From an optimization exercise on the open Yosys and OpenROAD flow, aimed at small area; shortcuts taken in it are not production practice.
The RTL was checked by simulation tests, not by an equivalence proof against the original design.
No activity file was given, so power comes from the tool's default toggle rates.

==> flow/design.v (outline; a module is shown in full before it is edited, if it fits) <==
// module pid_sat: 16 lines
// module pid_fa: 10 lines
// module pid_ha: 9 lines
// module pid_controller_param: 879 lines
module pid_controller_param #(
  parameter int DW   = pid_pkg::DEF_DW,
  parameter int FRAC = pid_pkg::DEF_FRAC,
  parameter int ACCW = 2*DW+4
) (
  input  logic                 clk,
  input  logic                 rst,
  input  logic                 en,
  input  logic                 clear,
  input  logic signed [DW-1:0] setpoint,
  input  logic signed [DW-1:0] feedback,
  input  logic signed [DW-1:0] kp,
  input  logic signed [DW-1:0] ki,
  input  logic signed [DW-1:0] kd,
  input  logic [ACCW-2:0]      int_limit,
  input  logic [15:0]          clk_times,
  output logic signed [DW-1:0] control_signal,
  output logic                 valid,
  output logic                 busy,
  output logic                 overrun
);
  // ...
==> flow/flow/run.sh <==
#!/bin/bash
# Standard layout, with the smallest buffer on the ports and downsizing of
# non-critical gates after global routing.
set -euo pipefail
export BUFFER_PORTS_ARGS="-buffer_cell sky130_fd_sc_hd__buf_1"
export RECOVER_POWER=100
bash standard.sh > flow_standard.log 2>&1
==> flow/standard.sh <==
#!/bin/bash
# synth_recipe.tcl (not shown) runs the flow's synth.tcl, then flattens the netlist and writes it again
# the make line also repeats each setting of config.mk as NAME=value (left out here)
make -C /OpenROAD-flow-scripts/flow DESIGN_CONFIG=/design/flow/config.mk WORK_HOME=/design/flow/orfs CLKGATE_MAP_FILE= SYNTH_SCRIPT=/design/flow/synth_recipe.tcl "${@:-finish}"
==> flow/config.mk <==
export PLATFORM = sky130hd
export DESIGN_NAME = pid_controller_param
export DESIGN_NICKNAME = pid_controller_param
export VERILOG_FILES = /design/flow/design.v
export SDC_FILE = /design/flow/constraint.sdc
export NUM_CORES = 4
export LEC_CHECK = 0
export ABC_AREA = 1
export CAP_MARGIN = 20
export CORE_MARGIN = 2
export CORE_UTILIZATION = 40
export CTS_BUF_LIST = sky130_fd_sc_hd__clkbuf_8
export SLEW_MARGIN = 20
export SYNTH_HIERARCHICAL = 1
==> flow/constraint.sdc <==
create_clock -name core_clock -period 13.5 [get_ports {clk}]
set_input_delay 2.7000 -clock core_clock [delete_from_list [all_inputs] [get_ports {clk}]]
set_output_delay 2.7000 -clock core_clock [all_outputs]
set_load 0.01 [all_outputs]
==> flow_metrics.env, run 1 <==
export IMPL_worstMarginPinSlew_ns=3.226
export IMPL_wl_met1_mm=20.85
export IMPL_synthAdderAreaFrac=0.2906
export IMPL_so_faults="max-capacitance violations, max-slew violations"
export IMPL_crit_path_end_kind="flop"
export IMPL_start_kind="flop"
export IMPL_status="finished with violations"
export IMPL_grt_max_degree=73
export IMPL_antenna_found_initial=0
export IMPL_inverters_excl_clock=227
export IMPL_synthesis_area_um2=16680
export IMPL_path_delay_family="simple AND/OR/NAND/NOR gates"
export IMPL_p_leak_uw=0.008432
export IMPL_p_sw_uw=1094
export IMPL_multi_input_area_um2=11340
export IMPL_cpPeakStageDelay_ns=2.23
export IMPL_final_max_slew_viol_count=287
export IMPL_cts_sinks=140
export IMPL_period_share=0.8244
export IMPL_pwr_share_comb=0.601
export IMPL_wl_mm=45.46
export IMPL_multi_input_area_share=0.6275
export IMPL_muxShareOfSynthArea=0.0006002
export IMPL_synth_area_per_cell_um2=8.458
export IMPL_grt_util_all_layers=0.2146
export IMPL_synth_simple_area_share=0.1836
export IMPL_power_top_group="combinational cells"
export IMPL_largest_reg_flops=36
export IMPL_overflow=0
export IMPL_io_buffers=153
export IMPL_multi_input_cells=1504
export IMPL_p_int_uw=1220
export IMPL_relSlewSlack=-1.150
export IMPL_synth_xor_xnor_area_share=0.1071
export IMPL_synth_commonest_cells="nand2_1, inv_1, fa_1, nor2_1, xor2_1"
export IMPL_max_cap_violations=10
export IMPL_finalPower_uw=2314
export IMPL_regToRegSetupSlack_ns=2.37
export IMPL_routed_top_layer="met4"
==> inputs of run 2 (changes only) <==
==> flow/flow/run.sh (replaced) <==
#!/bin/bash
# Standard synthesis, then the combinational logic re-mapped for area (registers,
# adder cells and tie cells untouched), then the standard layout with the
# smallest buffer on the ports. Each tool writes its log to a file here.
set -euo pipefail
export BUFFER_PORTS_ARGS="-buffer_cell sky130_fd_sc_hd__buf_1"
bash standard.sh synth > log_synth.log 2>&1
R=orfs/results/$FLOW_PLATFORM/pid_controller_param/base
LIB=$FLOW_HOME/platforms/$FLOW_PLATFORM/lib/sky130_fd_sc_hd__tt_025C_1v80.lib
cp $R/1_2_yosys.v std_netlist.v
KEEP=$(grep -oE "sky130_fd_sc_hd__(df|edf|sdf|dl|fa_|ha_|conb)[a-z0-9_]*" std_netlist.v | sort -u | tr '\n' ' ')
sed -e "s|@LIB@|$LIB|g" -e "s|@KEEP@|$KEEP|" -e "s|@TOP@|$FLOW_TOP|g" flow/remap.ys.in > remap.ys
yosys -l log_remap.log -s remap.ys > /dev/null
cp remap_netlist.v $R/1_2_yosys.v
rm -f $R/1_synth.odb $R/1_synth.sdc
bash standard.sh > log_flow.log 2>&1
==> flow/flow/remap.abc (new file) <==
&get -n
&st
&dch
&nf -R 1000
&put
==> flow/flow/remap.ys.in (new file) <==
# Re-map the combinational logic of the standard synthesis netlist for area.
# Registers, full/half adders and tie cells are kept as blackboxes, untouched.
read_liberty -ignore_miss_func -ignore_miss_dir @LIB@
read_verilog std_netlist.v
hierarchy -top @TOP@
blackbox @KEEP@
flatten
hierarchy -top @TOP@
opt_clean -purge
tee -o remap_pre.txt stat
abc -liberty @LIB@ -script flow/remap.abc -dont_use sky130_fd_sc_hd__lpflow_bleeder_1 -dont_use sky130_fd_sc_hd__lpflow_clkbufkapwr_1 -dont_use sky130_fd_sc_hd__lpflow_clkbufkapwr_16 -dont_use sky130_fd_sc_hd__lpflow_clkbufkapwr_2 -dont_use sky130_fd_sc_hd__lpflow_clkbufkapwr_4 -dont_use sky130_fd_sc_hd__lpflow_clkbufkapwr_8 -dont_use sky130_fd_sc_hd__lpflow_clkinvkapwr_1 -dont_use sky130_fd_sc_hd__lpflow_clkinvkapwr_16 -dont_use sky130_fd_sc_hd__lpflow_clkinvkapwr_2 -dont_use sky130_fd_sc_hd__lpflow_clkinvkapwr_4 -dont_use sky130_fd_sc_hd__lpflow_clkinvkapwr_8 -dont_use sky130_fd_sc_hd__lpflow_decapkapwr_12 -dont_use sky130_fd_sc_hd__lpflow_decapkapwr_3 -dont_use sky130_fd_sc_hd__lpflow_decapkapwr_4 -dont_use sky130_fd_sc_hd__lpflow_decapkapwr_6 -dont_use sky130_fd_sc_hd__lpflow_decapkapwr_8 -dont_use sky130_fd_sc_hd__lpflow_inputiso0n_1 -dont_use sky130_fd_sc_hd__lpflow_inputiso0p_1 -dont_use sky130_fd_sc_hd__lpflow_inputiso1n_1 -dont_use sky130_fd_sc_hd__lpflow_inputiso1p_1 -dont_use sky130_fd_sc_hd__lpflow_inputisolatch_1 -dont_use sky130_fd_sc_hd__lpflow_isobufsrc_1 -dont_use sky130_fd_sc_hd__lpflow_isobufsrc_16 -dont_use sky130_fd_sc_hd__lpflow_isobufsrc_2 -dont_use sky130_fd_sc_hd__lpflow_isobufsrc_4 -dont_use sky130_fd_sc_hd__lpflow_isobufsrc_8 -dont_use sky130_fd_sc_hd__lpflow_isobufsrckapwr_16 -dont_use sky130_fd_sc_hd__lpflow_lsbuf_lh_hl_isowell_tap_1 -dont_use sky130_fd_sc_hd__lpflow_lsbuf_lh_hl_isowell_tap_2 -dont_use sky130_fd_sc_hd__lpflow_lsbuf_lh_hl_isowell_tap_4 -dont_use sky130_fd_sc_hd__lpflow_lsbuf_lh_isowell_4 -dont_use sky130_fd_sc_hd__lpflow_lsbuf_lh_isowell_tap_1 -dont_use sky130_fd_sc_hd__lpflow_lsbuf_lh_isowell_tap_2 -dont_use sky130_fd_sc_hd__lpflow_lsbuf_lh_isowell_tap_4 -dont_use sky130_fd_sc_hd__probe_p_8 -dont_use sky130_fd_sc_hd__probec_p_8 
opt_clean -purge
hilomap -singleton -hicell sky130_fd_sc_hd__conb_1 HI -locell sky130_fd_sc_hd__conb_1 LO
rename -hide w:*.*
opt_clean -purge
tee -o remap_stat.txt stat -liberty @LIB@
write_verilog -noattr -nohex -nodec remap_netlist.v
==> run 2 against run 1 <==
  * The run now finishes clean
  * First-iteration DRC count increased by 22%
  * Register-to-register slack improved by 0.69 ns
  * Sequential share of layout area is 1.5 points higher
  * Sequential cell count unchanged
  * Core utilization is 2.1 points higher
  * Maximum frequency down 0.68%
  * Critical endpoint is now acc_q[13]
  * Sequential power decreased by 0.9%
  * Power down 8.9%
==> flow_metrics.env, run 2 <==
export IMPL_antenna_found_initial=0
export IMPL_crit_path_end_kind="flop"
export IMPL_post_cts_buffers=0
export IMPL_vias=11600
export IMPL_row_count=70
export IMPL_worst_path_buf_inv=5
export IMPL_final_nets=2035
export IMPL_largest_register="acc_q"
export IMPL_start_kind="primary input"
export IMPL_synth_warnings=11
export IMPL_setup_tns_ns=0
export IMPL_hold_path_class="reg -> reg"
export IMPL_cpPeakStageDelay_ns=0.82
export IMPL_largest_reg_flops=36
export IMPL_cts_tree="yes"
export IMPL_first_iter_violations=1127
export IMPL_max_cap_violations=0
export IMPL_layout_drive_gt1_share=0.05144
export IMPL_max_freq_mhz=89.25
export IMPL_drtAntennaViolNets=0
export IMPL_cts_sinks=140
export IMPL_worstMarginPinSlew_ns=1.052
export IMPL_worstSkewPairLatency_ns=0.50
export IMPL_cts_max_path_buffers=2
export IMPL_relSlewSlack=0.2955
export IMPL_syn_num_nets=1819
export IMPL_grt_max_degree=72
export IMPL_final_max_slew_viol_count=0
export IMPL_status="no timing/DRC/antenna violations"
export IMPL_cts_resized=0
export IMPL_gp_congestion=0.8733
export IMPL_ctsHtreeMaxLevel=4
export IMPL_path_delay_family="compound AO/OA/AOI/OAI gates"
export IMPL_cts_root_buf="clkbuf_8"
export IMPL_die_w_um=197.3
export IMPL_period_share=0.8300
export IMPL_cp_data_arrival_time_ns=11.43
export IMPL_postLayoutSetupSlackWorst_ns=2.295
export IMPL_final_hold_viol_count=0
export IMPL_synth_cells=1404
export IMPL_final_common_cell="xor2_1"
export IMPL_required_ns=13.72
export IMPL_setup_violations=0
export IMPL_crit_slowest_cell="o21ai_4"
export IMPL_synthToLayoutAreaGrowth_pct=13.29
export IMPL_synthesis_area_um2=14950
export IMPL_path_clk_slew_ns=0.09
export IMPL_crit_type="in -> reg"
export IMPL_numCtsBuffers=17
export IMPL_ios=154
export IMPL_drt_wirelength_per_cell_um=19.76
export IMPL_cp_max_fo=71
export IMPL_final_area_um2=16930
export IMPL_dp_slack_ns=1.928
export IMPL_synth_area_per_cell_um2=10.65
export IMPL_grt_pass1_wl_mm=66.55
export IMPL_antenna_cells=0
export IMPL_post_route_util=0.4614
export IMPL_grt_pass1_vias=11840
export IMPL_grt_util_all_layers=0.2221
export IMPL_hpwl_mm=31.25
export IMPL_rsz0062_at_grt="no"
export IMPL_powerDensity_nw_per_um2=124.6
export IMPL_drcViolationCount=0
export IMPL_hold_buffers=0
export IMPL_worst_path_most_repeated_cell="a21oi_1"
export IMPL_p_leak_uw=0.006674
export IMPL_wl_mm=41.51
export IMPL_finalPower_uw=2109
export IMPL_max_vdd_ir_drop_mv=0.09020
export IMPL_via_per_inst=5.523
export IMPL_post_route_min_period_ns=11.20
export IMPL_core_um2=36700
export IMPL_drt_pass1_iter_count=8
export IMPL_reg_top3="acc_q (36), t_q (32)"
export IMPL_die_area_um2=38930
export IMPL_io_buffers=153
export IMPL_overflow=0
export IMPL_layout_common_cells="xor2_1, fa_1, buf_1"
export IMPL_placed_area_um2=16500
export IMPL_fin_worst_skew_ns=0.02325
export IMPL_start_util=0.4073
export IMPL_dieHeight_um=197.3
-- run 2: power breakdown --
group | internal (µW) | total, µW | switching (µW)
clock | 176 | 383 | 207
combinational | 454 | 1180 | 728
sequential | 531 | 544 | 13.2
-- run 2: layout make-up --
type / instances / area [µm²]
sequential: 140 / 4009
tap: 468 / 585.6
timing repair buffer: 197 / 917.1
multi-input combinational: 1194 / 10720
clock inverter: 15 / 201.4
inverter: 70 / 262.8
fill: 3458 / 19770
clock buffer: 17 / 234.0
-- run 2: worst reg2reg max path: cells and delay by family, from the launching register on --
kind / cells / cell delay, ns
xor gates and xnor gates: 2 / 0.34
and+or+nand+nor: 8 / 2.28
DFF: 1 / 0.42
buffers and inverters: 3 / 0.96
AOI/OAI and AO/OA: 14 / 3.45
adders and majority gates: 6 / 2.68
-- run 2: layer usage --
layer / track usage / vias to the layer above / part of all wire
met5: 0 / - / 0
met4: 0.06099 / 0 / 0.017
met3: 0.06198 / 58 / 0.091
met2: 0.3387 / 490 / 0.44
met1: 0.3102 / 5646 / 0.45
li1: - / 5409 / -
-- run 2: worst paths after layout --
path                       startpoint  cells after the start  slack (ns)        end
max in group asynchronous         rst                      2       10.61    st_q[1]
hold / removal               cnt_q[0]                      1        0.48   cnt_q[0]
min in group asynchronous         rst                      2        2.35  ctrl_q[4]
setup reg to reg              st_q[0]                     33        3.06  acc_q[13]
setup / recovery               ki[15]                     34        2.30  acc_q[13]
hold reg to reg              cnt_q[0]                      1        0.48   cnt_q[0]
-- run 2: metrics by stage --
stage               hold slack (ns)  cells
global placement             0.4638   2069
global route                 0.5006   2101
CTS                          0.4856   2101
finish                       0.4807   2101
detailed placement           0.4704   2069
floorplan                    0.4403   1404

## separate check: timing with driven ports
The results above use ideal ports. As a check the final layouts listed here were re-extracted and re-timed, cells and wires unchanged. Step 1, drivers: a clkbuf_16 drives clk and a buf_2 each remaining input, both assumed. Step 2 adds t to the input delays and takes it off the output delays; t is the mean of the earliest and latest rising clock arrival at the registers after step 1. Input paths then give back, and output paths get back, about the clock's delay inside the block. Three values: ideal, step 1, step 2; two values: the first two.
| run | t (ns) | setup WS [ns] | worst slew at a driven data input, ns | pins driven straight from the clock port |
|---|---|---|---|---|
| run 1 | 0.510 | 2.371 / 2.371 / 2.371 | 0.05 | 1 |
| run 2 | 0.532 | 2.295 / 2.317 / 1.784 | 0.05 | 1 |
For run 2, which loses most, drivers alone change the setup slack by +0.022 ns; drivers and shift together by -0.511 ns.
